From an optimization exercise on the open Yosys and OpenROAD flow, aimed at small area; shortcuts taken in it are not production practice. Only simulation tests tie the RTL to the original design; equivalence was not proved. Power figures rest on the tool's default switching activity, not on a simulated workload.

run 1:
==> flow/design.v <==
module four_digit_calculator_core #(
    parameter int DIGITS = 4
) (
    input  logic        aclk,
    input  logic        aresetn,
    input  logic        s_tvalid,
    output logic        s_tready,
    input  logic [7:0]  s_tdata,    
    input  logic [1:0]  s_tuser,    
    output logic        m_tvalid,
    input  logic        m_tready,
    output logic [31:0] m_tdata,    
    output logic [3:0]  m_tuser     
);
    localparam logic [3:0] I_A  = 4'b0000;   
    localparam logic [3:0] I_E  = 4'b0001;   
    localparam logic [3:0] I_N  = 4'b0010;   
    localparam logic [3:0] I_F  = 4'b0011;   
    localparam logic [3:0] MOD  = 4'b0100;   
    localparam logic [3:0] CPY  = 4'b0101;   
    localparam logic [3:0] DIVN = 4'b0110;   
    localparam logic [3:0] DIVP = 4'b0111;   
    localparam logic [3:0] SER  = 4'b1000;   
    localparam logic [3:0] NEG1 = 4'b1001;   
    localparam logic [3:0] NEG2 = 4'b1010;   
    localparam logic [3:0] CHK  = 4'b1011;   
    localparam logic [3:0] MUL  = 4'b1100;   
    localparam logic [1:0] K_DIGIT = 2'd0;
    localparam logic [1:0] K_OPER  = 2'd1;
    localparam logic [1:0] K_APPLY = 2'd2;
    localparam logic [1:0] K_CLEAR = 2'd3;
    localparam logic [1:0] OP_ADD = 2'd0;
    localparam logic [1:0] OP_MUL = 2'd1;
    localparam logic [1:0] OP_SUB = 2'd2;
    localparam logic [1:0] OP_DIV = 2'd3;
    logic [31:0] a_reg;
    logic [13:0] e_reg;
    logic [14:0] s_reg;
    logic [3:0]  ph;
    logic [4:0]  cnt;
    logic [1:0]  op_reg;
    logic        cy;
    logic        mv;
    logic        idle, mulm, divm, cpy, divq, serm, negm, xe;
    logic        x0, xmsb;
    logic [13:0] y;
    logic [14:0] op1, yv, sum;
    logic [15:0] cc;
    logic        co;
    logic [3:0]  dsat;
    logic        sa, sb, ssum;
    logic        ez, last, take;
    logic [3:0]  ph_next;
    logic        a_clr, a_r, a_l, a_h, a_top, a_bot;
    logic        e_clr, e_r, e_l, e_h, e_top;
    logic        s_init, s_keep;
    assign idle = (ph[3:2] == 2'b00);
    assign divm = (ph[3:2] == 2'b01);
    assign mulm = (ph[3:2] == 2'b11);
    assign cpy  = (ph == CPY);
    assign divq = divm && ph[1];
    assign serm = (ph[3:2] == 2'b10) && !(ph[1] && ph[0]);
    assign negm = serm && (ph[1] || ph[0]);
    assign xe   = (s_tuser == K_DIGIT);
    assign ez = (e_reg == 14'd0);
    always_comb begin
        if (cpy || (mulm && xe)) last = (cnt == 5'd13);
        else if (divm && xe)     last = (cnt == 5'd12);
        else                     last = (cnt == 5'd31);
    end
    assign x0   = xe ? e_reg[0] : a_reg[0];
    assign xmsb = xe ? e_reg[12] : a_reg[31];
    always_comb begin
        if ((mulm && !xe) || divq) y = e_reg;
        else if (mulm)             y = 14'd10;
        else                       y = 14'd10000;
    end
    assign op1 = divm ? {s_reg[13:0], xmsb} : {1'b0, s_reg[14:1]};
    assign yv  = divm ? ~{1'b0, y} : (x0 ? {1'b0, y} : 15'd0);
    assign cc[0] = divm;
    for (genvar i = 0; i < 15; i++) begin : g_add
        assign sum[i]  = op1[i] ^ yv[i] ^ cc[i];
        assign cc[i+1] = (op1[i] & yv[i]) | (op1[i] & cc[i]) | (yv[i] & cc[i]);
    end
    assign co = cc[15];
    assign dsat = (s_tdata[3] && (s_tdata[2] || s_tdata[1])) ? 4'd9 : s_tdata[3:0];
    assign sa   = a_reg[0] ^ negm;
    assign sb   = (ph == SER) && (e_reg[0] ^ op_reg[1]);
    assign ssum = sa ^ sb ^ cy;
    always_comb begin
        ph_next = ph;
        take    = 1'b0;
        unique case (ph)
            I_A, I_E, I_N, I_F: begin
                if (s_tvalid && !mv) begin
                    unique case (s_tuser)
                        K_DIGIT: ph_next = MUL;
                        K_OPER:  begin take = 1'b1; ph_next = I_N; end
                        K_APPLY: begin
                            unique case (op_reg)
                                OP_ADD, OP_SUB: ph_next = SER;
                                OP_MUL:         ph_next = MUL;
                                default: begin
                                    if (ez) begin take = 1'b1; ph_next = I_F; end
                                    else if (a_reg[31]) ph_next = NEG1;
                                    else ph_next = DIVP;
                                end
                            endcase
                        end
                        default: begin take = 1'b1; ph_next = I_A; end
                    endcase
                end
            end
            MUL:  if (last) ph_next = xe ? MOD : CHK;
            MOD:  if (last) ph_next = CPY;
            CPY:  if (last) begin take = 1'b1; ph_next = xe ? I_E : I_A; end
            NEG1: if (last) ph_next = DIVN;
            DIVN: if (last) ph_next = NEG2;
            CHK: begin
                if (a_reg[31]) begin take = 1'b1; ph_next = I_A; end
                else ph_next = MOD;
            end
            default: if (last) ph_next = CHK;    
        endcase
    end
    assign s_tready = take;
    always_ff @(posedge aclk) begin
        if (!aresetn) begin
            ph     <= I_A;
            mv     <= 1'b0;
            op_reg <= OP_ADD;
        end else begin
            ph <= ph_next;
            if (take) mv <= 1'b1;
            else if (m_tready) mv <= 1'b0;
            if (take && (s_tuser == K_OPER))  op_reg <= op_reg + 2'd1;
            if (take && (s_tuser == K_CLEAR)) op_reg <= OP_ADD;
        end
    end
    assign s_init = !(mulm || divm);
    assign s_keep = divm && (cpy || !co);
    always_ff @(posedge aclk) begin
        if (idle || last || (ph == CHK)) cnt <= 5'd0;
        else cnt <= cnt + 5'd1;
        if (serm) cy <= (sa & sb) | (sa & cy) | (sb & cy);
        else      cy <= (op_reg != OP_ADD);
        if (s_init) s_reg <= xe ? {10'd0, dsat, 1'b0} : 15'd0;
        else if (s_keep) s_reg <= op1;
        else s_reg <= sum;
    end
    assign a_clr = !aresetn || (take && (s_tuser == K_CLEAR));
    assign a_r   = !a_clr && ((mulm && !xe) || serm);
    assign a_l   = !a_clr && divm && !xe;
    assign a_h   = !a_clr && !a_r && !a_l;
    assign a_top = mulm ? sum[0] : ssum;
    assign a_bot = cpy ? s_reg[13] : (divq && co);
    always_ff @(posedge aclk) begin
        if (a_clr) a_reg <= 32'd0;
        else if ((mulm && !xe) || serm) a_reg <= {a_top, a_reg[31:1]};
        else if (divm && !xe) a_reg <= {a_reg[30:0], a_bot};
    end
    assign e_clr = !aresetn || (take && ((s_tuser == K_CLEAR) || (s_tuser == K_APPLY)));
    assign e_r   = !e_clr && ((mulm && xe) || (ph == SER));
    assign e_l   = !e_clr && divm && xe;
    assign e_h   = !e_clr && !e_r && !e_l;
    assign e_top = mulm && sum[0];
    always_ff @(posedge aclk) begin
        if (e_clr) e_reg <= 14'd0;
        else if ((mulm && xe) || (ph == SER)) e_reg <= {e_top, e_reg[13:1]};
        else if (divm && xe) e_reg <= {e_reg[12:0], s_reg[13]};
    end
    assign m_tvalid = mv;
    for (genvar i = 0; i < 32; i++) begin : g_out
        if (i < 14) begin : g_lo
            assign m_tdata[i] = ((ph == I_E) && e_reg[i])
                              | (((ph == I_A) || (ph == I_F)) && a_reg[i]);
        end else begin : g_hi
            assign m_tdata[i] = ((ph == I_A) || (ph == I_F)) && a_reg[i];
        end
    end
    assign m_tuser = {ph == I_F, ph == I_N, op_reg};
endmodule
Settings: LEC_CHECK=0, ABC_AREA=1, CAP_MARGIN=20, CORE_MARGIN=2, CORE_UTILIZATION=40, SLEW_MARGIN=20; clock period 10.0 ns.
standard.sh (not shown) runs the stock make flow with config.mk's settings and CLKGATE_MAP_FILE= SYNTH_SCRIPT=/design/flow/synth_recipe.tcl, a recipe that flattens the netlist after the stock synthesis.
==> flow/flow/run.sh <==
#!/bin/bash
# The standard layout (standard.sh), with three changes to how it is made:
#  - the port buffers are the smallest buffer cell (every port still gets one);
#  - the buffers the synthesis's ABC step put in are taken out at floorplan, so
#    that repair adds only the buffers the layout needs;
#  - the clock tree uses mid-size clock buffers and no dummy loads.
export BUFFER_PORTS_ARGS="-buffer_cell sky130_fd_sc_hd__buf_1"
export REMOVE_ABC_BUFFERS=1
export CTS_ARGS="-sink_clustering_enable -repair_clock_nets -dont_use_dummy_load -buf_list sky130_fd_sc_hd__clkbuf_4 -root_buf sky130_fd_sc_hd__clkbuf_8 -sink_clustering_size 12"
bash standard.sh > standard.log 2>&1
The flow did not stop early for run 1: all stages ran, and the layout cleared the timing, DRC and antenna checks.
Changes in run 2 relative to run 1:
# run 1
export LEC_CHECK = 0
export ABC_AREA = 1
export CAP_MARGIN = 20
export CORE_MARGIN = 2
export CORE_UTILIZATION = 40
export SLEW_MARGIN = 20
create_clock -name core_clock -period 10.0 [get_ports {aclk}]
# run 2
export LEC_CHECK = 0
export ABC_AREA = 1
export CAP_MARGIN = 20
export CORE_MARGIN = 2
export CORE_UTILIZATION = 75
export SLEW_MARGIN = 20
create_clock -name core_clock -period 10.0 [get_ports {aclk}]
-- flow/flow/run.sh --
<<< run 1, line 9
export CTS_ARGS="-sink_clustering_enable -repair_clock_nets -dont_use_dummy_load -buf_list sky130_fd_sc_hd__clkbuf_4 -root_buf sky130_fd_sc_hd__clkbuf_8 -sink_clustering_size 12"
>>> run 2, line 9
export CTS_ARGS="-sink_clustering_enable -repair_clock_nets -dont_use_dummy_load -buf_list sky130_fd_sc_hd__clkbuf_8 -root_buf sky130_fd_sc_hd__clkbuf_8 -sink_clustering_size 25"
Notes after the runs:
- Run 1 ended up with s_reg[6] as its critical path endpoint; run 2 ended up with s_reg[1].
- | clock tree cell share of total cell area | run 1 vs run 2 | ≈ equal |
- Run 2 — part of the total power dissipated in sequential elements 0.2 points higher, run 1 as reference
- Run 1 -> run 2: count of placed standard cells including taps decreased by a little under 10%
- Compared with run 1, run 2 shows per-cell via count in the routed design that has gone up by more than 10%.
- On run 2: utilization is 40 points higher than what run 1 gave.
- From run 2 to run 1, count of flip-flops and latches did not move at all.
- [compare] base=run 1 new=run 2: reported leakage power closely matched the old numbers, non-clock buffer count decreased by 2 relative to the old numbers.
The following lists how run 3 was set up differently from run 2:
# run 2
export LEC_CHECK = 0
export ABC_AREA = 1
export CAP_MARGIN = 20
export CORE_MARGIN = 2
export CORE_UTILIZATION = 75
export SLEW_MARGIN = 20
create_clock -name core_clock -period 10.0 [get_ports {aclk}]
# run 3
export LEC_CHECK = 0
export ABC_AREA = 1
export CAP_MARGIN = 20
export CORE_MARGIN = 2
export CORE_UTILIZATION = 40
export SLEW_MARGIN = 20
create_clock -name core_clock -period 10.0 [get_ports {aclk}]
==> comparison <==
On run 3: die width is 35% higher than what run 2 gave. Delta (run 3 minus run 2): last weighted congestion value of the routability-driven placer lower; core area higher; minimum clock period lower. Status: combinational power parity (run 2, run 3). Between run 3 and run 2, it is run 3 whose design area is higher, by 1.9%. Compare run 2 and run 3 | y dimension of the die higher: run 3. Worst hold slack on run 3 is down relative to run 2. Final clock period utilization by the worst path in run 3 vs run 2: down 0.96 points.
Input-level comparison between run 4 and run 3:
# run 3
export LEC_CHECK = 0
export ABC_AREA = 1
export CAP_MARGIN = 20
export CORE_MARGIN = 2
export CORE_UTILIZATION = 40
export SLEW_MARGIN = 20
create_clock -name core_clock -period 10.0 [get_ports {aclk}]
# run 4
export LEC_CHECK = 0
export CAP_MARGIN = 20
export CORE_MARGIN = 2
export CORE_UTILIZATION = 40
export SLEW_MARGIN = 20
create_clock -name core_clock -period 10.0 [get_ports {aclk}]
==> flow/flow/run.sh <==
#!/bin/bash
# Standard layout, but the port buffers are the smallest buffer cell.
export BUFFER_PORTS_ARGS="-buffer_cell sky130_fd_sc_hd__buf_1"
cp standard.sh standard_sh_copy.txt
bash standard.sh > standard.log 2>&1
Run 4 ended with every stage complete and zero timing, DRC or antenna violations. Run 3 → run 4: wire length of the first global-routing pass has increased; routed wire length shows an increase of about 5.5%; clock-pin transition on the worst setup and hold timing paths has remained practically unchanged; unique cell type count in the Yosys netlist grew by 20; critical path depth fell by 6. Cmp run 4 and run 3 / sequential fraction of design power / higher: run 3. Relative to run 3, the switching power summed over all nets measured on run 4 has increased by more than half.

## afterwards: timing with drivers on the ports
No port has a modelled driver above. Below, the same layouts with a new extraction and two added sets of constraints.
Step 1, drivers: a clkbuf_16 drives aclk and a buf_2 each remaining input, both assumed.
Step 2, shift: input delay + t, output delay - t, t = (earliest + latest rising clock arrival at the registers) / 2. This alone moves slack from input paths to output paths.
a / b / c = no drivers / after step 1 / after step 2; a / b = the first two.
| run | t, ns | slack for setup (ns) | worst setup path at the end | worst register clock-pin slew, ns |
|---|---|---|---|---|
| run 1 | 0.399 | 1.193 / 1.207 / 0.808 | input to register | 0.08 / 0.08 |
| run 2 | 0.376 | 1.097 / 1.105 / 0.729 | input to register | 0.08 / 0.08 |
| run 3 | 0.399 | 1.193 / 1.207 / 0.808 | input to register | 0.08 / 0.08 |
| run 4 | 0.377 | 1.041 / 1.059 / 0.682 | input to register | 0.07 / 0.07 |
After both steps every run listed still meets setup and hold.
